From an optimization exercise on the open Yosys and OpenROAD flow, aimed at a short achievable clock period and few clock cycles per item; shortcuts taken in it are not production practice.
Function not checked in this run: the RTL went through the layout flow alone.
Power is estimated from default activity; no workload was simulated.

==> flow/design.v <==
`default_nettype none
package core_pkg;
    localparam int DATA_W     = 32;
    localparam int REG_ADDR_W = 5;
    localparam int NUM_REGS   = 32;
    typedef logic [DATA_W-1:0]     data_t;
    typedef logic [REG_ADDR_W-1:0] reg_addr_t;
    typedef logic [31:0]           inst_word_t;
    typedef logic [4:0]            alu_op_t;
    localparam alu_op_t ALU_ADD  = 5'h00;
    localparam alu_op_t ALU_SUB  = 5'h01;
    localparam alu_op_t ALU_SLT  = 5'h02;
    localparam alu_op_t ALU_SLTU = 5'h03;
    localparam alu_op_t ALU_AND  = 5'h04;
    localparam alu_op_t ALU_OR   = 5'h05;
    localparam alu_op_t ALU_NOR  = 5'h06;
    localparam alu_op_t ALU_XOR  = 5'h07;
    localparam alu_op_t ALU_SLL  = 5'h08;
    localparam alu_op_t ALU_SRL  = 5'h09;
    localparam alu_op_t ALU_SRA  = 5'h0a;
    localparam alu_op_t ALU_LUI  = 5'h0b;
    localparam logic [16:0] OPC17_ADD  = 17'h00020;
    localparam logic [16:0] OPC17_SUB  = 17'h00022;
    localparam logic [16:0] OPC17_SLT  = 17'h00024;
    localparam logic [16:0] OPC17_SLTU = 17'h00025;
    localparam logic [16:0] OPC17_NOR  = 17'h00028;
    localparam logic [16:0] OPC17_AND  = 17'h00029;
    localparam logic [16:0] OPC17_OR   = 17'h0002a;
    localparam logic [16:0] OPC17_XOR  = 17'h0002b;
    localparam logic [16:0] OPC17_SLL  = 17'h0002e;
    localparam logic [16:0] OPC17_SRL  = 17'h0002f;
    localparam logic [16:0] OPC17_SRA  = 17'h00030;
    localparam logic [16:0] OPC17_SLLI = 17'h00081;
    localparam logic [16:0] OPC17_SRLI = 17'h00089;
    localparam logic [16:0] OPC17_SRAI = 17'h00091;
    localparam logic [9:0] OPC10_SLTI  = 10'h008;
    localparam logic [9:0] OPC10_SLTUI = 10'h009;
    localparam logic [9:0] OPC10_ADDI  = 10'h00a;
    localparam logic [9:0] OPC10_ANDI  = 10'h00d;
    localparam logic [9:0] OPC10_ORI   = 10'h00e;
    localparam logic [9:0] OPC10_XORI  = 10'h00f;
    localparam logic [6:0] OPC7_LU12I = 7'h0a;
endpackage
`default_nettype wire
`timescale 1ns/100ps
`default_nettype none
module reg_file (
    input  logic                clk,
    input  logic [31:1]         i_rsel0,
    input  logic                i_bsel0,
    input  logic [31:1]         i_rsel1,
    input  logic                i_bsel1,
    input  core_pkg::data_t     i_bdata,
    input  core_pkg::data_t     i_or1,
    output core_pkg::data_t     o_rdata0,
    output core_pkg::data_t     o_rdata1,
    input  logic                i_we,
    input  core_pkg::reg_addr_t i_waddr,
    input  core_pkg::data_t     i_wdata
);
    logic [31:1][31:0] regs;
    always_ff @(posedge clk) begin
        for (int k = 1; k < 32; k++) begin
            if (i_we && i_waddr == core_pkg::reg_addr_t'(k)) begin
                regs[k] <= i_wdata;
            end
        end
    end
    logic [31:0] sel0, sel1;
    logic [31:0][31:0] ent;
    assign sel0 = {i_rsel0, i_bsel0};
    assign sel1 = {i_rsel1, i_bsel1};
    assign ent  = {regs, i_bdata};
    for (genvar i = 0; i < 32; i++) begin : g_bit
        logic [31:0] col;
        for (genvar k = 0; k < 32; k++) begin : g_col
            assign col[k] = ent[k][i];
        end
        rf_read_bit0 u_r0 (.i_sel(sel0), .i_d(col), .o_y(o_rdata0[i]));
        logic orn;
        cg_inv u_orn (.a(i_or1[i]), .y(orn));
        rf_read_bit u_r1 (.i_sel(sel1), .i_d(col), .i_orn(orn), .o_y(o_rdata1[i]));
    end
endmodule
module rf_read_bit (
    input  logic [31:0] i_sel,
    input  logic [31:0] i_d,
    input  logic        i_orn,
    output logic        o_y
);
    logic [15:0] l1;
    logic [3:0]  l2;
    logic [1:0]  l3;
    for (genvar k = 0; k < 16; k++) begin : g_l1
        cg_a22oi u (.a1(i_sel[2*k]), .a2(i_d[2*k]), .b1(i_sel[2*k+1]), .b2(i_d[2*k+1]), .y(l1[k]));
    end
    for (genvar k = 0; k < 4; k++) begin : g_l2
        cg_nand4 u (.a(l1[4*k]), .b(l1[4*k+1]), .c(l1[4*k+2]), .d(l1[4*k+3]), .y(l2[k]));
    end
    for (genvar k = 0; k < 2; k++) begin : g_l3
        cg_nor2 u (.a(l2[2*k]), .b(l2[2*k+1]), .y(l3[k]));
    end
    cg_nand3 u_l4 (.a(l3[0]), .b(l3[1]), .c(i_orn), .y(o_y));
endmodule
module rf_read_bit0 (
    input  logic [31:0] i_sel,
    input  logic [31:0] i_d,
    output logic        o_y
);
    logic [15:0] l1;
    logic [3:0]  l2;
    logic [1:0]  l3;
    for (genvar k = 0; k < 16; k++) begin : g_l1
        cg_a22oi u (.a1(i_sel[2*k]), .a2(i_d[2*k]), .b1(i_sel[2*k+1]), .b2(i_d[2*k+1]), .y(l1[k]));
    end
    for (genvar k = 0; k < 4; k++) begin : g_l2
        cg_nand4 u (.a(l1[4*k]), .b(l1[4*k+1]), .c(l1[4*k+2]), .d(l1[4*k+3]), .y(l2[k]));
    end
    for (genvar k = 0; k < 2; k++) begin : g_l3
        cg_nor2 u (.a(l2[2*k]), .b(l2[2*k+1]), .y(l3[k]));
    end
    cg_nand2 u_l4 (.a(l3[0]), .b(l3[1]), .y(o_y));
endmodule
`default_nettype wire
`timescale 1ns/100ps
`default_nettype none
module inst_decode (
    input  core_pkg::inst_word_t i_inst,
    output logic                 o_matched,
    output core_pkg::reg_addr_t  o_rd,
    output logic                 o_wr,         
    output logic                 o_use_rj,     
    output logic                 o_use_rk,     
    output core_pkg::data_t      o_imm,        
    output logic                 o_add,        
    output logic                 o_sub,        
    output logic                 o_lt,         
    output logic                 o_signed,     
    output logic [3:0]           o_lut,        
    output logic                 o_sll,
    output logic                 o_sr,
    output logic                 o_arith
);
    logic [16:0] op17;
    logic [9:0]  op10;
    logic [6:0]  op7;
    logic        add, sub, slt, sltu, sll, sr, arith, use_rj, use_rk;
    logic [3:0]  lut;
    core_pkg::data_t imm;
    assign op17 = i_inst[31:15];
    assign op10 = i_inst[31:22];
    assign op7  = i_inst[31:25];
    always_comb begin
        o_matched = 1'b1;
        add    = 1'b0;
        sub    = 1'b0;
        slt    = 1'b0;
        sltu   = 1'b0;
        sll    = 1'b0;
        sr     = 1'b0;
        arith  = 1'b0;
        lut    = 4'b0000;
        use_rj = 1'b1;
        use_rk = 1'b0;
        imm    = '0;
        case (op17)
            core_pkg::OPC17_ADD:  begin add  = 1'b1; use_rk = 1'b1; end
            core_pkg::OPC17_SUB:  begin add  = 1'b1; sub = 1'b1; use_rk = 1'b1; end
            core_pkg::OPC17_SLT:  begin slt  = 1'b1; sub = 1'b1; use_rk = 1'b1; end
            core_pkg::OPC17_SLTU: begin sltu = 1'b1; sub = 1'b1; use_rk = 1'b1; end
            core_pkg::OPC17_NOR:  begin lut  = 4'b0001; use_rk = 1'b1; end
            core_pkg::OPC17_AND:  begin lut  = 4'b1000; use_rk = 1'b1; end
            core_pkg::OPC17_OR:   begin lut  = 4'b1110; use_rk = 1'b1; end
            core_pkg::OPC17_XOR:  begin lut  = 4'b0110; use_rk = 1'b1; end
            core_pkg::OPC17_SLL:  begin sll  = 1'b1; use_rk = 1'b1; end
            core_pkg::OPC17_SRL:  begin sr   = 1'b1; use_rk = 1'b1; end
            core_pkg::OPC17_SRA:  begin sr   = 1'b1; arith = 1'b1; use_rk = 1'b1; end
            core_pkg::OPC17_SLLI: begin sll  = 1'b1; imm = {27'd0, i_inst[14:10]}; end
            core_pkg::OPC17_SRLI: begin sr   = 1'b1; imm = {27'd0, i_inst[14:10]}; end
            core_pkg::OPC17_SRAI: begin sr   = 1'b1; arith = 1'b1; imm = {27'd0, i_inst[14:10]}; end
            default: begin
                case (op10)
                    core_pkg::OPC10_ADDI:  begin add  = 1'b1; imm = {{20{i_inst[21]}}, i_inst[21:10]}; end
                    core_pkg::OPC10_SLTI:  begin slt  = 1'b1; sub = 1'b1; imm = {{20{i_inst[21]}}, i_inst[21:10]}; end
                    core_pkg::OPC10_SLTUI: begin sltu = 1'b1; sub = 1'b1; imm = {{20{i_inst[21]}}, i_inst[21:10]}; end
                    core_pkg::OPC10_ANDI:  begin lut  = 4'b1000; imm = {20'd0, i_inst[21:10]}; end
                    core_pkg::OPC10_ORI:   begin lut  = 4'b1110; imm = {20'd0, i_inst[21:10]}; end
                    core_pkg::OPC10_XORI:  begin lut  = 4'b0110; imm = {20'd0, i_inst[21:10]}; end
                    default: begin
                        add       = 1'b1;
                        use_rj    = 1'b0;
                        imm       = {i_inst[24:5], 12'd0};
                        o_matched = (op7 == core_pkg::OPC7_LU12I);
                    end
                endcase
            end
        endcase
    end
    assign o_rd     = i_inst[4:0];
    assign o_wr     = |i_inst[4:0];
    assign o_use_rj = use_rj;
    assign o_use_rk = use_rk;
    assign o_imm    = imm;
    assign o_add    = add   & o_wr;
    assign o_sub    = sub;
    assign o_lt     = (slt | sltu) & o_wr;
    assign o_signed = slt;
    assign o_lut    = lut   & {4{o_wr}};
    assign o_sll    = sll   & o_wr;
    assign o_sr     = sr    & o_wr;
    assign o_arith  = arith;
endmodule
`default_nettype wire
`timescale 1ns/100ps
`default_nettype none
module alu_execute (
    input  core_pkg::data_t i_a,
    input  core_pkg::data_t i_b,
    input  core_pkg::data_t i_bx,       
    input  logic [4:0]      i_sh,       
    input  logic            i_sub,      
    input  logic            i_kadd,     
    input  logic            i_klt,      
    input  logic            i_signed,   
    input  logic [3:0]      i_lut,      
    input  logic            i_ksll,
    input  logic            i_ksr,
    input  logic            i_arith,
    input  logic            i_ea,
    input  core_pkg::data_t i_oa,
    input  logic            i_eb,
    input  logic            i_invb,     
    input  logic            i_nsh,      
    input  core_pkg::data_t i_ob,
    output core_pkg::data_t o_result,
    output core_pkg::data_t o_a_next,
    output core_pkg::data_t o_b_next,
    output core_pkg::data_t o_bx_next,
    output logic [4:0]      o_sh_next
);
    logic [31:0]     p;         
    logic [31:0]     pn;
    logic [31:0]     c;         
    core_pkg::data_t bitwise;
    core_pkg::data_t sll2;      
    core_pkg::data_t sr2;       
    logic            fill;
    alu_carry u_carry (
        .i_a   (i_a),
        .i_bx  (i_bx),
        .i_sub (i_sub),
        .o_p   (p),
        .o_pn  (pn),
        .o_c   (c)
    );
    always_comb begin
        for (int i = 0; i < 32; i++) begin
            bitwise[i] = i_lut[{i_a[i], i_b[i]}];
        end
    end
    assign fill = i_arith & i_a[31];
    logic [9:0] d_shl, d_shr;    
    always_comb begin
        for (int j = 0; j < 4; j++) begin
            d_shl[j]   = i_ksll & (i_sh[1:0] == 2'(j));
            d_shl[4+j] = i_ksll & (i_sh[3:2] == 2'(j));
            d_shr[j]   = i_ksr  & (i_sh[1:0] == 2'(j));
            d_shr[4+j] = i_ksr  & (i_sh[3:2] == 2'(j));
        end
        d_shl[8] = i_ksll & ~i_sh[4];
        d_shl[9] = i_ksll &  i_sh[4];
        d_shr[8] = i_ksr  & ~i_sh[4];
        d_shr[9] = i_ksr  &  i_sh[4];
    end
    alu_sll u_sll (.i_a(i_a), .i_d1(d_shl[3:0]), .i_d2(d_shl[7:4]), .o_y(sll2));
    alu_srx u_sr  (.i_a(i_a), .i_d1(d_shr[3:0]), .i_d2(d_shr[7:4]), .i_fill(fill), .o_y(sr2));
    logic bx31, gsel, lt_hi, lt_lo, s0;
    assign bx31  = i_bx[31];
    assign gsel  = i_signed ? (~i_a[31] & ~bx31) : (i_a[31] & bx31);
    assign lt_hi = i_klt & ~gsel & ~p[31];
    assign lt_lo = i_klt & ~gsel;
    assign s0    = p[0] ^ i_sub;
    logic ad_x, ad_a, ad_b;
    logic [1:0] fl_x, fl_a, fl_b, fr_x, fr_a, fr_b;
    assign ad_x = i_kadd;
    assign ad_a = i_ea & i_kadd;
    assign ad_b = i_eb & i_kadd;
    assign fl_x = d_shl[9:8];
    assign fl_a = d_shl[9:8] & {2{i_ea}};
    assign fl_b = d_shl[9:8] & {2{i_eb}};
    assign fr_x = d_shr[9:8];
    assign fr_a = d_shr[9:8] & {2{i_ea}};
    assign fr_b = d_shr[9:8] & {2{i_eb}};
    logic es, ad_s;
    logic [1:0] fl_s, fr_s;
    assign es   = i_eb & i_nsh;
    assign ad_s = es & i_kadd;
    assign fl_s = d_shl[9:8] & {2{es}};
    assign fr_s = d_shr[9:8] & {2{es}};
    logic [31:0] tlo_x, thi_x, tlo_a, thi_a, tlo_b, thi_b;
    logic [4:0]  tlo_s, thi_s;
    logic [31:0] csel;
    assign tlo_x[0] = ~((ad_x & s0) | lt_lo);
    assign thi_x[0] = ~((ad_x & s0) | lt_hi);
    assign tlo_a[0] = ~((ad_a & s0) | (i_ea & lt_lo));
    assign thi_a[0] = ~((ad_a & s0) | (i_ea & lt_hi));
    assign tlo_b[0] = ~((ad_b & s0) | (i_eb & lt_lo));
    assign thi_b[0] = ~((ad_b & s0) | (i_eb & lt_hi));
    assign tlo_s[0] = ~((ad_s & s0) | (es & lt_lo));
    assign thi_s[0] = ~((ad_s & s0) | (es & lt_hi));
    assign csel[0]  = c[31];
    for (genvar i = 1; i < 32; i++) begin : g_t
        cg_nand2 u_tlo_x (.a(ad_x), .b(p[i]),  .y(tlo_x[i]));
        cg_nand2 u_thi_x (.a(ad_x), .b(pn[i]), .y(thi_x[i]));
        cg_nand2 u_tlo_a (.a(ad_a), .b(p[i]),  .y(tlo_a[i]));
        cg_nand2 u_thi_a (.a(ad_a), .b(pn[i]), .y(thi_a[i]));
        cg_nand2 u_tlo_b (.a(ad_b), .b(p[i]),  .y(tlo_b[i]));
        cg_nand2 u_thi_b (.a(ad_b), .b(pn[i]), .y(thi_b[i]));
        assign csel[i] = c[i];
    end
    for (genvar i = 1; i < 5; i++) begin : g_ts
        cg_nand2 u_tlo_s (.a(ad_s), .b(p[i]),  .y(tlo_s[i]));
        cg_nand2 u_thi_s (.a(ad_s), .b(pn[i]), .y(thi_s[i]));
    end
    for (genvar i = 0; i < 5; i++) begin : g_ms
        alu_merge_n u_s (
            .i_c(csel[i]), .i_tlo(tlo_s[i]), .i_thi(thi_s[i]),
            .i_fl0(fl_s[0]), .i_sl0(sll2[i]),
            .i_fr0(fr_s[0]), .i_sr0(sr2[i]), .i_fr1(fr_s[1]), .i_sr1(sr2[i+16]),
            .i_bwe(es), .i_bw(bitwise[i]), .i_o(i_ob[i] & i_nsh), .o_y(o_sh_next[i]));
    end
    for (genvar i = 0; i < 32; i++) begin : g_m
        logic sr_hi;
        if (i < 16) begin : g_lo
            assign sr_hi = sr2[i+16];
            alu_merge_xn u_x (
                .i_c(csel[i]), .i_tlo(tlo_x[i]), .i_thi(thi_x[i]),
                .i_fl0(fl_x[0]), .i_sl0(sll2[i]),
                .i_fr0(fr_x[0]), .i_sr0(sr2[i]), .i_fr1(fr_x[1]), .i_sr1(sr_hi),
                .i_bw(bitwise[i]), .o_y(o_result[i]));
            alu_merge_n u_a (
                .i_c(csel[i]), .i_tlo(tlo_a[i]), .i_thi(thi_a[i]),
                .i_fl0(fl_a[0]), .i_sl0(sll2[i]),
                .i_fr0(fr_a[0]), .i_sr0(sr2[i]), .i_fr1(fr_a[1]), .i_sr1(sr_hi),
                .i_bwe(i_ea), .i_bw(bitwise[i]), .i_o(i_oa[i]), .o_y(o_a_next[i]));
            alu_merge_bn u_b (
                .i_c(csel[i]), .i_tlo(tlo_b[i]), .i_thi(thi_b[i]),
                .i_fl0(fl_b[0]), .i_sl0(sll2[i]),
                .i_fr0(fr_b[0]), .i_sr0(sr2[i]), .i_fr1(fr_b[1]), .i_sr1(sr_hi),
                .i_bwe(i_eb), .i_bw(bitwise[i]), .i_o(i_ob[i]), .i_inv(i_invb),
                .o_y(o_b_next[i]), .o_yx(o_bx_next[i]));
        end else begin : g_hi
            assign sr_hi = fill;
            alu_merge_x u_x (
                .i_c(csel[i]), .i_tlo(tlo_x[i]), .i_thi(thi_x[i]),
                .i_fl0(fl_x[0]), .i_sl0(sll2[i]), .i_fl1(fl_x[1]), .i_sl1(sll2[i-16]),
                .i_fr0(fr_x[0]), .i_sr0(sr2[i]), .i_fr1(fr_x[1]), .i_sr1(sr_hi),
                .i_bw(bitwise[i]), .o_y(o_result[i]));
            alu_merge u_a (
                .i_c(csel[i]), .i_tlo(tlo_a[i]), .i_thi(thi_a[i]),
                .i_fl0(fl_a[0]), .i_sl0(sll2[i]), .i_fl1(fl_a[1]), .i_sl1(sll2[i-16]),
                .i_fr0(fr_a[0]), .i_sr0(sr2[i]), .i_fr1(fr_a[1]), .i_sr1(sr_hi),
                .i_bwe(i_ea), .i_bw(bitwise[i]), .i_o(i_oa[i]), .o_y(o_a_next[i]));
            alu_merge_b u_b (
                .i_c(csel[i]), .i_tlo(tlo_b[i]), .i_thi(thi_b[i]),
                .i_fl0(fl_b[0]), .i_sl0(sll2[i]), .i_fl1(fl_b[1]), .i_sl1(sll2[i-16]),
                .i_fr0(fr_b[0]), .i_sr0(sr2[i]), .i_fr1(fr_b[1]), .i_sr1(sr_hi),
                .i_bwe(i_eb), .i_bw(bitwise[i]), .i_o(i_ob[i]), .i_inv(i_invb),
                .o_y(o_b_next[i]), .o_yx(o_bx_next[i]));
        end
    end
endmodule
module alu_merge (
    input  logic i_c,
    input  logic i_tlo,
    input  logic i_thi,
    input  logic i_fl0,
    input  logic i_sl0,
    input  logic i_fl1,
    input  logic i_sl1,
    input  logic i_fr0,
    input  logic i_sr0,
    input  logic i_fr1,
    input  logic i_sr1,
    input  logic i_bwe,
    input  logic i_bw,
    input  logic i_o,
    output logic o_y
);
    logic n1, n2, n3, lo_n, hi_n;
    cg_a22oi u_n1 (.a1(i_fl0), .a2(i_sl0), .b1(i_fl1), .b2(i_sl1), .y(n1));
    cg_a22oi u_n2 (.a1(i_fr0), .a2(i_sr0), .b1(i_fr1), .b2(i_sr1), .y(n2));
    cg_a21oi u_n3 (.a1(i_bwe), .a2(i_bw), .b1(i_o), .y(n3));
    cg_and4  u_lo (.a(n1), .b(n2), .c(n3), .d(i_tlo), .y(lo_n));
    cg_and4  u_hi (.a(n1), .b(n2), .c(n3), .d(i_thi), .y(hi_n));
    cg_mux2i u_y  (.s(i_c), .d0(lo_n), .d1(hi_n), .y(o_y));
endmodule
module alu_merge_n (
    input  logic i_c,
    input  logic i_tlo,
    input  logic i_thi,
    input  logic i_fl0,
    input  logic i_sl0,
    input  logic i_fr0,
    input  logic i_sr0,
    input  logic i_fr1,
    input  logic i_sr1,
    input  logic i_bwe,
    input  logic i_bw,
    input  logic i_o,
    output logic o_y
);
    logic n1, n2, n3, lo_n, hi_n;
    cg_nand2 u_n1 (.a(i_fl0), .b(i_sl0), .y(n1));
    cg_a22oi u_n2 (.a1(i_fr0), .a2(i_sr0), .b1(i_fr1), .b2(i_sr1), .y(n2));
    cg_a21oi u_n3 (.a1(i_bwe), .a2(i_bw), .b1(i_o), .y(n3));
    cg_and4  u_lo (.a(n1), .b(n2), .c(n3), .d(i_tlo), .y(lo_n));
    cg_and4  u_hi (.a(n1), .b(n2), .c(n3), .d(i_thi), .y(hi_n));
    cg_mux2i u_y  (.s(i_c), .d0(lo_n), .d1(hi_n), .y(o_y));
endmodule
module alu_merge_b (
    input  logic i_c,
    input  logic i_tlo,
    input  logic i_thi,
    input  logic i_fl0,
    input  logic i_sl0,
    input  logic i_fl1,
    input  logic i_sl1,
    input  logic i_fr0,
    input  logic i_sr0,
    input  logic i_fr1,
    input  logic i_sr1,
    input  logic i_bwe,
    input  logic i_bw,
    input  logic i_o,
    input  logic i_inv,
    output logic o_y,
    output logic o_yx
);
    logic n1, n2, n3, lo_n, hi_n, lox_n, hix_n;
    cg_a22oi u_n1 (.a1(i_fl0), .a2(i_sl0), .b1(i_fl1), .b2(i_sl1), .y(n1));
    cg_a22oi u_n2 (.a1(i_fr0), .a2(i_sr0), .b1(i_fr1), .b2(i_sr1), .y(n2));
    cg_a21oi u_n3 (.a1(i_bwe), .a2(i_bw), .b1(i_o), .y(n3));
    cg_and4  u_lo (.a(n1), .b(n2), .c(n3), .d(i_tlo), .y(lo_n));
    cg_and4  u_hi (.a(n1), .b(n2), .c(n3), .d(i_thi), .y(hi_n));
    cg_xor2  u_lox (.a(lo_n), .b(i_inv), .y(lox_n));
    cg_xor2  u_hix (.a(hi_n), .b(i_inv), .y(hix_n));
    cg_mux2i u_y  (.s(i_c), .d0(lo_n), .d1(hi_n), .y(o_y));
    cg_mux2i u_yx (.s(i_c), .d0(lox_n), .d1(hix_n), .y(o_yx));
endmodule
module alu_merge_bn (
    input  logic i_c,
    input  logic i_tlo,
    input  logic i_thi,
    input  logic i_fl0,
    input  logic i_sl0,
    input  logic i_fr0,
    input  logic i_sr0,
    input  logic i_fr1,
    input  logic i_sr1,
    input  logic i_bwe,
    input  logic i_bw,
    input  logic i_o,
    input  logic i_inv,
    output logic o_y,
    output logic o_yx
);
    logic n1, n2, n3, lo_n, hi_n, lox_n, hix_n;
    cg_nand2 u_n1 (.a(i_fl0), .b(i_sl0), .y(n1));
    cg_a22oi u_n2 (.a1(i_fr0), .a2(i_sr0), .b1(i_fr1), .b2(i_sr1), .y(n2));
    cg_a21oi u_n3 (.a1(i_bwe), .a2(i_bw), .b1(i_o), .y(n3));
    cg_and4  u_lo (.a(n1), .b(n2), .c(n3), .d(i_tlo), .y(lo_n));
    cg_and4  u_hi (.a(n1), .b(n2), .c(n3), .d(i_thi), .y(hi_n));
    cg_xor2  u_lox (.a(lo_n), .b(i_inv), .y(lox_n));
    cg_xor2  u_hix (.a(hi_n), .b(i_inv), .y(hix_n));
    cg_mux2i u_y  (.s(i_c), .d0(lo_n), .d1(hi_n), .y(o_y));
    cg_mux2i u_yx (.s(i_c), .d0(lox_n), .d1(hix_n), .y(o_yx));
endmodule
module alu_merge_x (
    input  logic i_c,
    input  logic i_tlo,
    input  logic i_thi,
    input  logic i_fl0,
    input  logic i_sl0,
    input  logic i_fl1,
    input  logic i_sl1,
    input  logic i_fr0,
    input  logic i_sr0,
    input  logic i_fr1,
    input  logic i_sr1,
    input  logic i_bw,
    output logic o_y
);
    logic n1, n2, n3, lo_n, hi_n;
    cg_a22oi u_n1 (.a1(i_fl0), .a2(i_sl0), .b1(i_fl1), .b2(i_sl1), .y(n1));
    cg_a22oi u_n2 (.a1(i_fr0), .a2(i_sr0), .b1(i_fr1), .b2(i_sr1), .y(n2));
    cg_inv   u_n3 (.a(i_bw), .y(n3));
    cg_and4  u_lo (.a(n1), .b(n2), .c(n3), .d(i_tlo), .y(lo_n));
    cg_and4  u_hi (.a(n1), .b(n2), .c(n3), .d(i_thi), .y(hi_n));
    cg_mux2i u_y  (.s(i_c), .d0(lo_n), .d1(hi_n), .y(o_y));
endmodule
module alu_merge_xn (
    input  logic i_c,
    input  logic i_tlo,
    input  logic i_thi,
    input  logic i_fl0,
    input  logic i_sl0,
    input  logic i_fr0,
    input  logic i_sr0,
    input  logic i_fr1,
    input  logic i_sr1,
    input  logic i_bw,
    output logic o_y
);
    logic n1, n2, n3, lo_n, hi_n;
    cg_nand2 u_n1 (.a(i_fl0), .b(i_sl0), .y(n1));
    cg_a22oi u_n2 (.a1(i_fr0), .a2(i_sr0), .b1(i_fr1), .b2(i_sr1), .y(n2));
    cg_inv   u_n3 (.a(i_bw), .y(n3));
    cg_and4  u_lo (.a(n1), .b(n2), .c(n3), .d(i_tlo), .y(lo_n));
    cg_and4  u_hi (.a(n1), .b(n2), .c(n3), .d(i_thi), .y(hi_n));
    cg_mux2i u_y  (.s(i_c), .d0(lo_n), .d1(hi_n), .y(o_y));
endmodule
module alu_sh4 (
    input  logic [3:0] i_d,
    input  logic       i_x0,
    input  logic       i_x1,
    input  logic       i_x2,
    input  logic       i_x3,
    output logic       o_y
);
    logic n0, n1;
    cg_a22oi u_n0 (.a1(i_d[0]), .a2(i_x0), .b1(i_d[1]), .b2(i_x1), .y(n0));
    cg_a22oi u_n1 (.a1(i_d[2]), .a2(i_x2), .b1(i_d[3]), .b2(i_x3), .y(n1));
    cg_nand2 u_y  (.a(n0), .b(n1), .y(o_y));
endmodule
module alu_sll (
    input  core_pkg::data_t i_a,
    input  logic [3:0]      i_d1,
    input  logic [3:0]      i_d2,
    output core_pkg::data_t o_y
);
    logic [34:0] a;      
    logic [43:0] l1;     
    assign a  = {i_a, 3'b000};
    assign l1[11:0] = '0;
    for (genvar i = 0; i < 32; i++) begin : g_i
        if (i >= 3) begin : g_a
            alu_sh4 u1 (.i_d(i_d1), .i_x0(a[i+3]), .i_x1(a[i+2]), .i_x2(a[i+1]), .i_x3(a[i]), .o_y(l1[i+12]));
        end else begin : g_b
            assign l1[i+12] = (i_d1[0] & a[i+3]) | (i_d1[1] & a[i+2]) | (i_d1[2] & a[i+1]) | (i_d1[3] & a[i]);
        end
        if (i >= 12) begin : g_c
            alu_sh4 u2 (.i_d(i_d2), .i_x0(l1[i+12]), .i_x1(l1[i+8]), .i_x2(l1[i+4]), .i_x3(l1[i]), .o_y(o_y[i]));
        end else begin : g_d
            logic [3:0] src;
            assign src = {l1[i], l1[i+4], l1[i+8], l1[i+12]};
            assign o_y[i] = |(i_d2 & src);
        end
    end
endmodule
module alu_srx (
    input  core_pkg::data_t i_a,
    input  logic [3:0]      i_d1,
    input  logic [3:0]      i_d2,
    input  logic            i_fill,
    output core_pkg::data_t o_y
);
    logic [34:0] a;      
    logic [43:0] l1;     
    assign a = {{3{i_fill}}, i_a};
    assign l1[43:32] = {12{i_fill}};
    for (genvar i = 0; i < 32; i++) begin : g_i
        alu_sh4 u1 (.i_d(i_d1), .i_x0(a[i]), .i_x1(a[i+1]), .i_x2(a[i+2]), .i_x3(a[i+3]), .o_y(l1[i]));
        alu_sh4 u2 (.i_d(i_d2), .i_x0(l1[i]), .i_x1(l1[i+4]), .i_x2(l1[i+8]), .i_x3(l1[i+12]), .o_y(o_y[i]));
    end
endmodule
module alu_carry (
    input  core_pkg::data_t i_a,
    input  core_pkg::data_t i_bx,
    input  logic            i_sub,
    output logic [31:0]     o_p,
    output logic [31:0]     o_pn,
    output logic [31:0]     o_c
);
    logic [31:0] bx;
    assign bx = i_bx;
    logic [31:0] g [0:5];
    logic [31:0] t [0:5];
    for (genvar k = 0; k < 32; k++) begin : g_pg
        cg_xor2  u_p  (.a(i_a[k]), .b(bx[k]), .y(o_p[k]));
        cg_xnor2 u_pn (.a(i_a[k]), .b(bx[k]), .y(o_pn[k]));
    end
    cg_inv u_cin (.a(i_sub), .y(g[0][0]));
    assign t[0][0] = 1'b1;
    for (genvar j = 1; j < 32; j++) begin : g_l0
        cg_nand2 u_g (.a(i_a[j-1]), .b(bx[j-1]), .y(g[0][j]));
        cg_nor2  u_t (.a(i_a[j-1]), .b(bx[j-1]), .y(t[0][j]));
    end
    for (genvar l = 1; l <= 5; l++) begin : g_lv
        localparam int D = 1 << (l - 1);
        for (genvar j = 0; j < 32; j++) begin : g_n
            if (j < D) begin : g_pass
                cg_inv u_g (.a(g[l-1][j]), .y(g[l][j]));
                assign t[l][j] = 1'b0;
            end else if (l % 2 == 1) begin : g_odd
                cg_o21ai u_g (.a1(t[l-1][j]), .a2(g[l-1][j-D]), .b1(g[l-1][j]), .y(g[l][j]));
                if (j >= 2 * D) begin : g_t
                    cg_nor2 u_t (.a(t[l-1][j]), .b(t[l-1][j-D]), .y(t[l][j]));
                end else begin : g_not
                    assign t[l][j] = 1'b0;
                end
            end else begin : g_even
                cg_a21oi u_g (.a1(t[l-1][j]), .a2(g[l-1][j-D]), .b1(g[l-1][j]), .y(g[l][j]));
                if (j >= 2 * D) begin : g_t
                    cg_nand2 u_t (.a(t[l-1][j]), .b(t[l-1][j-D]), .y(t[l][j]));
                end else begin : g_not
                    assign t[l][j] = 1'b0;
                end
            end
        end
    end
    assign o_c = g[5];
endmodule
module cg_inv (input logic a, output logic y);
    assign y = ~a;
endmodule
module cg_nand2 (input logic a, input logic b, output logic y);
    assign y = ~(a & b);
endmodule
module cg_nor2 (input logic a, input logic b, output logic y);
    assign y = ~(a | b);
endmodule
module cg_andn (input logic a, input logic b, output logic y);
    assign y = a & ~b;
endmodule
module cg_xor2 (input logic a, input logic b, output logic y);
    assign y = a ^ b;
endmodule
module cg_xnor2 (input logic a, input logic b, output logic y);
    assign y = ~(a ^ b);
endmodule
module cg_nand3 (input logic a, input logic b, input logic c, output logic y);
    assign y = ~(a & b & c);
endmodule
module cg_nand4 (input logic a, input logic b, input logic c, input logic d, output logic y);
    assign y = ~(a & b & c & d);
endmodule
module cg_a21oi (input logic a1, input logic a2, input logic b1, output logic y);
    assign y = ~((a1 & a2) | b1);
endmodule
module cg_o21ai (input logic a1, input logic a2, input logic b1, output logic y);
    assign y = ~((a1 | a2) & b1);
endmodule
module cg_a22oi (input logic a1, input logic a2, input logic b1, input logic b2, output logic y);
    assign y = ~((a1 & a2) | (b1 & b2));
endmodule
module cg_mux2 (input logic s, input logic d0, input logic d1, output logic y);
    assign y = s ? d1 : d0;
endmodule
module cg_mux2i (input logic s, input logic d0, input logic d1, output logic y);
    assign y = ~(s ? d1 : d0);
endmodule
module cg_and4 (input logic a, input logic b, input logic c, input logic d, output logic y);
    assign y = a & b & c & d;
endmodule
`default_nettype wire
`timescale 1ns/100ps
`default_nettype none
module writeback_stage #(
    parameter int DEPTH = 8,
    parameter int PW    = 3
) (
    input  logic                clk,
    input  logic                rstn,
    input  logic                i_valid,
    input  core_pkg::reg_addr_t i_rd,
    input  core_pkg::data_t     i_data,
    input  logic                i_ready_out,
    output logic                o_valid,
    output core_pkg::reg_addr_t o_rd,
    output core_pkg::data_t     o_data,
    output logic [PW:0]         o_count
);
    core_pkg::reg_addr_t q_rd   [DEPTH];
    core_pkg::data_t     q_data [DEPTH];
    logic [PW-1:0]       wr_ptr;
    logic [PW-1:0]       rd_ptr;
    logic [PW-1:0]       rd_ptr1;
    logic [PW:0]         count;
    logic                take;
    logic                c_ge1, c_ge2, c_is0, c_is1;
    core_pkg::reg_addr_t stay_rd, next_rd;
    core_pkg::data_t     stay_data, next_data;
    assign take    = o_valid & i_ready_out;
    assign rd_ptr1 = rd_ptr + 1'b1;
    assign c_is0   = (count == '0);
    assign c_is1   = (count == (PW+1)'(1));
    assign c_ge1   = ~c_is0;
    assign c_ge2   = ~c_is0 & ~c_is1;
    assign stay_rd   = c_is0 ? i_rd   : q_rd[rd_ptr];
    assign stay_data = c_is0 ? i_data : q_data[rd_ptr];
    assign next_rd   = c_is1 ? i_rd   : q_rd[rd_ptr1];
    assign next_data = c_is1 ? i_data : q_data[rd_ptr1];
    always_ff @(posedge clk) begin
        if (!rstn) begin
            wr_ptr  <= '0;
            rd_ptr  <= '0;
            count   <= '0;
            o_valid <= 1'b0;
        end else begin
            if (i_valid) wr_ptr <= wr_ptr + 1'b1;
            rd_ptr  <= take ? rd_ptr1 : rd_ptr;
            count   <= take ? (count + (PW+1)'(i_valid) - 1'b1) : (count + (PW+1)'(i_valid));
            o_valid <= take ? (c_ge2 | i_valid) : (c_ge1 | i_valid);
        end
    end
    always_ff @(posedge clk) begin
        if (i_valid) begin
            q_rd[wr_ptr]   <= i_rd;
            q_data[wr_ptr] <= i_data;
        end
        o_rd   <= take ? next_rd   : stay_rd;
        o_data <= take ? next_data : stay_data;
    end
    assign o_count = count;
endmodule
`default_nettype wire
`timescale 1ns/100ps
`default_nettype none
module int_core_top (
    input  logic                 clk,
    input  logic                 rstn,
    input  logic                 i_inst_valid,
    input  core_pkg::inst_word_t i_inst,
    output logic                 o_inst_ready,
    output logic                 o_wb_valid,
    output core_pkg::reg_addr_t  o_wb_rd,
    output core_pkg::data_t      o_wb_data,
    input  logic                 i_wb_ready
);
    localparam int QDEPTH = 8;
    localparam int QPW    = 3;
    localparam int CAP    = QDEPTH;
    logic                 ir_v;
    core_pkg::inst_word_t ir;
    logic                 ready_q;
    logic [31:1]          ir_ohA, ir_ohB;
    logic                 ir_anz, ir_bnz;
    logic                 ir_mA1, ir_mA2, ir_mB1, ir_mB2;
    core_pkg::reg_addr_t  rr_rd;
    always_ff @(posedge clk) begin
        ir_v   <= rstn & i_inst_valid & ready_q;
        ir     <= i_inst;
        for (int k = 1; k < 32; k++) begin
            ir_ohA[k] <= (i_inst[9:5]   == core_pkg::reg_addr_t'(k));
            ir_ohB[k] <= (i_inst[14:10] == core_pkg::reg_addr_t'(k));
        end
        ir_anz <= (i_inst[31:25] != core_pkg::OPC7_LU12I) & (i_inst[9:5] != '0);
        ir_bnz <= (i_inst[31:21] == '0) & (i_inst[14:10] != '0);
        ir_mA1 <= (i_inst[9:5]   == ir[4:0]);
        ir_mA2 <= (i_inst[9:5]   == rr_rd);
        ir_mB1 <= (i_inst[14:10] == ir[4:0]);
        ir_mB2 <= (i_inst[14:10] == rr_rd);
    end
    logic                matched;
    core_pkg::reg_addr_t dec_rd;
    logic                dec_wr, dec_use_rj, dec_use_rk;
    core_pkg::data_t     dec_imm;
    logic                dec_add, dec_sub, dec_lt, dec_signed, dec_sll, dec_sr, dec_arith;
    logic [3:0]          dec_lut;
    inst_decode u_decode (
        .i_inst    (ir),
        .o_matched (matched),
        .o_rd      (dec_rd),
        .o_wr      (dec_wr),
        .o_use_rj  (dec_use_rj),
        .o_use_rk  (dec_use_rk),
        .o_imm     (dec_imm),
        .o_add     (dec_add),
        .o_sub     (dec_sub),
        .o_lt      (dec_lt),
        .o_signed  (dec_signed),
        .o_lut     (dec_lut),
        .o_sll     (dec_sll),
        .o_sr      (dec_sr),
        .o_arith   (dec_arith)
    );
    logic                rr_v;
    logic                rr_wr;
    logic [31:1]         rr_selA, rr_selB;    
    logic                rr_eA, rr_eB;        
    logic                rr_xA, rr_xB;        
    core_pkg::data_t     rr_imm;
    logic                rr_add, rr_sub, rr_lt, rr_signed, rr_sll, rr_sr, rr_arith;
    logic [3:0]          rr_lut;
    logic                ex_v;
    core_pkg::reg_addr_t ex_rd;
    logic                ex_wr;
    core_pkg::data_t     ex_a, ex_b;
    core_pkg::data_t     ex_bx;               
    logic [4:0]          ex_sh;               
    logic                ex_add, ex_sub, ex_lt, ex_signed, ex_sll, ex_sr, ex_arith;
    logic [3:0]          ex_lut;
    logic                xr_v;
    core_pkg::reg_addr_t xr_rd;
    logic                xr_wr;
    core_pkg::data_t     xr_data;
    logic fwdA_e, fwdA_x, fwdB_e, fwdB_x;
    assign fwdA_e = ir_anz & ir_mA1 & rr_v & rr_wr;
    assign fwdA_x = ir_anz & ir_mA2 & ex_v & ex_wr;
    assign fwdB_e = ir_bnz & ir_mB1 & rr_v & rr_wr;
    assign fwdB_x = ir_bnz & ir_mB2 & ex_v & ex_wr;
    logic [31:1] ohA, ohB;
    assign ohA = ir_ohA & {31{ir_anz & ~fwdA_e & ~fwdA_x}};
    assign ohB = ir_ohB & {31{ir_bnz & ~fwdB_e & ~fwdB_x}};
    always_ff @(posedge clk) begin
        if (!rstn) begin
            rr_v <= 1'b0;
        end else begin
            rr_v <= ir_v & matched;
        end
    end
    always_ff @(posedge clk) begin
        rr_rd     <= dec_rd;
        rr_wr     <= dec_wr;
        rr_selA   <= ohA;
        rr_selB   <= ohB;
        rr_eA     <= fwdA_e;
        rr_eB     <= fwdB_e;
        rr_xA     <= fwdA_x & ~fwdA_e;
        rr_xB     <= fwdB_x & ~fwdB_e;
        rr_imm    <= dec_imm;
        rr_add    <= dec_add;
        rr_sub    <= dec_sub;
        rr_lt     <= dec_lt;
        rr_signed <= dec_signed;
        rr_lut    <= dec_lut;
        rr_sll    <= dec_sll;
        rr_sr     <= dec_sr;
        rr_arith  <= dec_arith;
    end
    core_pkg::data_t oa_early, ob_early;
    reg_file u_regs (
        .clk      (clk),
        .i_rsel0  (rr_selA),
        .i_bsel0  (rr_xA),
        .i_rsel1  (rr_selB),
        .i_bsel1  (rr_xB),
        .i_bdata  (xr_data),
        .i_or1    (rr_imm),
        .o_rdata0 (oa_early),
        .o_rdata1 (ob_early),
        .i_we     (xr_v & xr_wr),
        .i_waddr  (xr_rd),
        .i_wdata  (xr_data)
    );
    always_ff @(posedge clk) begin
        if (!rstn) begin
            ex_v <= 1'b0;
        end else begin
            ex_v <= rr_v;
        end
    end
    core_pkg::data_t result, a_next, b_next, bx_next;
    logic [4:0]      sh_next;
    always_ff @(posedge clk) begin
        ex_rd     <= rr_rd;
        ex_wr     <= rr_wr;
        ex_a      <= a_next;
        ex_b      <= b_next;
        ex_bx     <= bx_next;
        ex_sh     <= sh_next;
        ex_add    <= rr_add;
        ex_sub    <= rr_sub;
        ex_lt     <= rr_lt;
        ex_signed <= rr_signed;
        ex_lut    <= rr_lut;
        ex_sll    <= rr_sll;
        ex_sr     <= rr_sr;
        ex_arith  <= rr_arith;
    end
    alu_execute u_execute (
        .i_a        (ex_a),
        .i_b        (ex_b),
        .i_bx       (ex_bx),
        .i_sh       (ex_sh),
        .i_sub      (ex_sub),
        .i_kadd     (ex_add),
        .i_klt      (ex_lt),
        .i_signed   (ex_signed),
        .i_lut      (ex_lut),
        .i_ksll     (ex_sll),
        .i_ksr      (ex_sr),
        .i_arith    (ex_arith),
        .i_ea       (rr_eA),
        .i_oa       (oa_early),
        .i_eb       (rr_eB),
        .i_invb     (rr_sub),
        .i_nsh      (rr_sll | rr_sr),
        .i_ob       (ob_early),
        .o_result   (result),
        .o_a_next   (a_next),
        .o_b_next   (b_next),
        .o_bx_next  (bx_next),
        .o_sh_next  (sh_next)
    );
    always_ff @(posedge clk) begin
        if (!rstn) begin
            xr_v <= 1'b0;
        end else begin
            xr_v <= ex_v;
        end
    end
    always_ff @(posedge clk) begin
        xr_rd   <= ex_rd;
        xr_wr   <= ex_wr;
        xr_data <= result;
    end
    logic [QPW:0] q_count;
    writeback_stage #(.DEPTH(QDEPTH), .PW(QPW)) u_writeback (
        .clk         (clk),
        .rstn        (rstn),
        .i_valid     (xr_v),
        .i_rd        (xr_rd),
        .i_data      (xr_data),
        .i_ready_out (i_wb_ready),
        .o_valid     (o_wb_valid),
        .o_rd        (o_wb_rd),
        .o_data      (o_wb_data),
        .o_count     (q_count)
    );
    logic [5:0] held;
    assign held = 6'(ir_v) + 6'(rr_v) + 6'(ex_v) + 6'(xr_v) + 6'(q_count)
                + 6'(ready_q);
    always_ff @(posedge clk) begin
        if (!rstn) begin
            ready_q <= 1'b1;
        end else begin
            ready_q <= (held < 6'(CAP));
        end
    end
    assign o_inst_ready = ready_q;
endmodule
`default_nettype wire
==> flow/run.sh <==
#!/bin/bash
# synth_recipe.tcl (not shown) runs the flow's synth.tcl, then flattens the netlist and writes it again
# the make line also repeats each setting of config.mk as NAME=value (left out here)
make -C /OpenROAD-flow-scripts/flow DESIGN_CONFIG=/design/flow/config.mk WORK_HOME=/design/flow/orfs CLKGATE_MAP_FILE= SYNTH_SCRIPT=/design/flow/synth_recipe.tcl finish
==> flow/config.mk <==
export PLATFORM = sky130hd
export DESIGN_NAME = int_core_top
export DESIGN_NICKNAME = int_core_top
export VERILOG_FILES = /design/flow/design.v
export SDC_FILE = /design/flow/constraint.sdc
export NUM_CORES = 4
export LEC_CHECK = 0
export CAP_MARGIN = 20
export CORE_MARGIN = 2
export CORE_UTILIZATION = 30
export SETUP_SLACK_MARGIN = 3.0
export SLEW_MARGIN = 20
export SYNTH_HIERARCHICAL = 1
export SYNTH_MINIMUM_KEEP_SIZE = 0
==> flow/constraint.sdc <==
create_clock -name core_clock -period 5.2 [get_ports {clk}]
set_input_delay 1.0400 -clock core_clock [delete_from_list [all_inputs] [get_ports {clk}]]
set_output_delay 1.0400 -clock core_clock [all_outputs]
set_load 0.01 [all_outputs]
==> metrics.md <==
| Metric | Value |
|---|---|
| Status | `timing/DRC/antenna clean` |
| Die Y | `534 um` |
| FF-to-FF setup slack | `2580 ps` |
| Vias/cell | `5.95` |
| CP Launch Type | `flip-flop` |
| Rows | `194` |
| Detail Placement HPWL | `197000 um` |
| Multi-input logic area | `38200 um^2` |
| M3 GR Usage | `4.97%` |
| RSZ-0062 raised after global routing | `true` |
| Global Route Usage Sum | `21.7%` |
| Final hold violations | `0` |
| Global-route wire length before repair | `449000 um` |
| I/O pin cnt | `75` |
| # H-tree levels | `4` |
| Vias post-DR | `61900` |
| Initial drt markers | `around 7400` |
| Max Slew Vio Count | `0` |
| Tot Pwr | `between 30 and 40 mW` |
| FF-to-FF path depth | `14` |
| Inserted Clock Buffers | `approximately 180` |
| IO buf count | `74` |
| Top flop regs | `u_regs.regs x992, u_writeback.q_data x256, u_writeback.q_rd x40` |
| Beginning of the critical path | `ex_sh[1]` |
| # clock sinks | `1715` |
| Clk buf depth | `3` |
| Critical path endpoint | `ex_bx[22]` |
| WL final | `325000 um` |
| Routability cong. | `between 0.9 and 1` |
| Die span in x | `534 um` |
| Lkg Pwr | `31.3 nW` |
| Worst-path fanout max | `8` |
| CTS tree | `built` |
| Clock slew at reported path FFs | `70 ps` |
| Worst hold path class | `reg2reg` |
| CTS root buffer | `clkbuf_16` |
| Relative slew slack | `22.8%` |
| Busiest grt layer | `met2` |
| Post-Synthesis Cells | `5848` |
| WS Path Type | `reg2reg` |
| Critical R2R Launch | `ex_sh[1]` |
| Core Util, Final | `between 30% and 40%` |
| Net Count, Synth | `5894` |
| Period utilization | `roughly 50%` |
| Initial core utilization | `30.2%` |
| Reg2reg end | `ex_bx[22]` |
| Setup-failing EPs final | `0` |
| Max reg flops | `992` |
| DR WL/cell | `31.2 um` |
| Core Area | `280000 um^2` |
| Vias in the first global route | `59800` |
| Die area | `between 200000 and 300000 um^2` |
| Crit. End Element | `flip-flop` |
| Final #Nets | `6576` |
| Critical path arrival | `3330 ps` |
| Layout cell share with drive strength beyond 1 | `a little under half` |
| Measured slew at the worst slew-check pin | `1160 ps` |
| DRC Markers | `0` |
| Maximum Capacitance Violations | `0` |
| Crit path time final | `~2600 ps` |
| Initial antenna violation count | `13` |
| Fmax | `approximately 380 MHz` |
| Met2 GRT Util | `roughly a third` |
| Clock Latency Late Sink | `860 ps` |
| Avg Inst Size Synth | `14.4 um^2` |
| Worst Skew | `59.6 ps` |
| Largest net degree at the start of global routing | `between 70 and 80` |
| Synth Cell Area | `84400 um^2` |
| Register Area | `47700 um^2` |
| Worst path required time | `5910 ps` |
| Hold_sp | `rr_add` |
| Cts hold-fix bufs | `0` |
| Layout filler cell count | `between 20000 and 30000` |
| Total gr overflow | `0` |
| Met1 usage | `28.6%` |
| DRT antenna net count | `0` |
| Area grow syn2layout | `22.8%` |
| Largest Register | `u_regs.regs` |
| Synth Warn # | `16` |
| Setup TNS | `0 ps` |
| DRT Pass-1 Iters | `9` |
| Max VDD drop | `0.351 mV` |
| Pwr dens | `363 nW/um^2` |
[layer usage]
layer / up-vias / part of all wire [%]
met5: - / 0
met4: 0 / 6.3
met3: 784 / 9.9
met2: 3662 / 44
met1: 32000 / 40
li1: 25500 / -
[report_power, final]
part	leakage (nW)	switching, mW	internal (mW)
Sequential	15.2	1.22	16.4
Combinational	13.2	4.41	2.30
Clock	2.94	5.68	7.53
[cells in the final DEF, fill, tap and decap left out, drive strengths merged, types with 19 or more instances in the layout]
master         instances
and4                 202
a22oi               1403
buf                  555
nand4                259
nor2b                 42
a21oi                132
nand3                 49
o22ai                 40
a211oi                39
nor3                  40
nand2                497
and2                 109
dfxtp                427
edfxtp              1288
clkdlybuf4s50         35
mux2i                171
and3                  19
inv                  122
o21ai                126
clkbuf               249
nor2                 346
xor2                 110
xnor2                 51
mux4                 180
clkinv                56
[cell type report]
cell class | instances | area share (%)
multi-input combinational | 3927 | 36.9
clock inverter | 86 | 0.935
tap | 3724 | 4.50
timing repair buffer | 592 | 6.35
sequential | 1715 | 46.0
clock buffer | 248 | 4.93
antenna | 11 | 0.0266
inverter | 112 | 0.406
[through the flow]
stage / cells / cell area (um^2) / hold slack [ps] / setup WS [ps]
2_1_floorplan: 5848 / 84900 / 310 / 2030
3_3_place_gp: 9725 / 91400 / 311 / 1960
3_5_place_dp: 9725 / 91400 / 312 / 1960
4_1_cts: 10400 / 103000 / 323 / 2710
5_1_grt: 10400 / 104000 / 326 / 2550
6_report: 10400 / 104000 / 321 / 2580
[repair_timing]
item                       4_1_cts  5_1_grt
gates cloned                    46        1
hold endpoints to repair         0        0
setup buffers                  252       46
pin swaps                      274      102
setup endpoints to repair     1310      370
resized for setup              883       78
[worst min-delay path by stage]
stage,endpoint,slack (ps),cells after the start
finish,ex_add,320,0
global route,ex_add,330,0
CTS,ex_add,320,0
detailed placement,xr_rd[0],310,0
global placement,ex_lut[2],310,0
floorplan,ex_add,310,0
[critical path, stage by stage, from the launching register on]
cell	delay [ps]
dfxtp_4	370
buf_8	150
nor3b_4	410
buf_6	200
buf_6	110
buf_16	110
a22oi_2	70
nand2_2	140
buf_4	130
a22oi_2	70
nand2_2	170
a22oi_2	110
and4_1	220
xor2_1	150
mux2i_1	90

afterwards: timing with drivers on the ports:
In the flow no input, the clock included, has a driving cell. The finished layout below was timed again as built, in two steps. Step 1: set_driving_cell puts a clkbuf_16 on clk and a buf_2 on each other input, an assumption about the parent block. Step 2 times the ports against the registers' clock, not the clock port: input delays grow and output delays shrink by t, the midpoint of the rising clock arrivals with the driver on. Slacks: ideal ports / drivers / drivers and shift; pairs: ideal ports / drivers.
shift t [ns]: 0.924
slack for setup (ns): 2.583 / 2.583 / 2.061
latest minus earliest clock arrival (ns): 0.063 / 0.063
pins driven straight from the clock port: 1
After both steps this run still meets setup and hold. For this run, drivers alone change the setup slack by 0.000 ns; drivers and shift together by -0.522 ns.
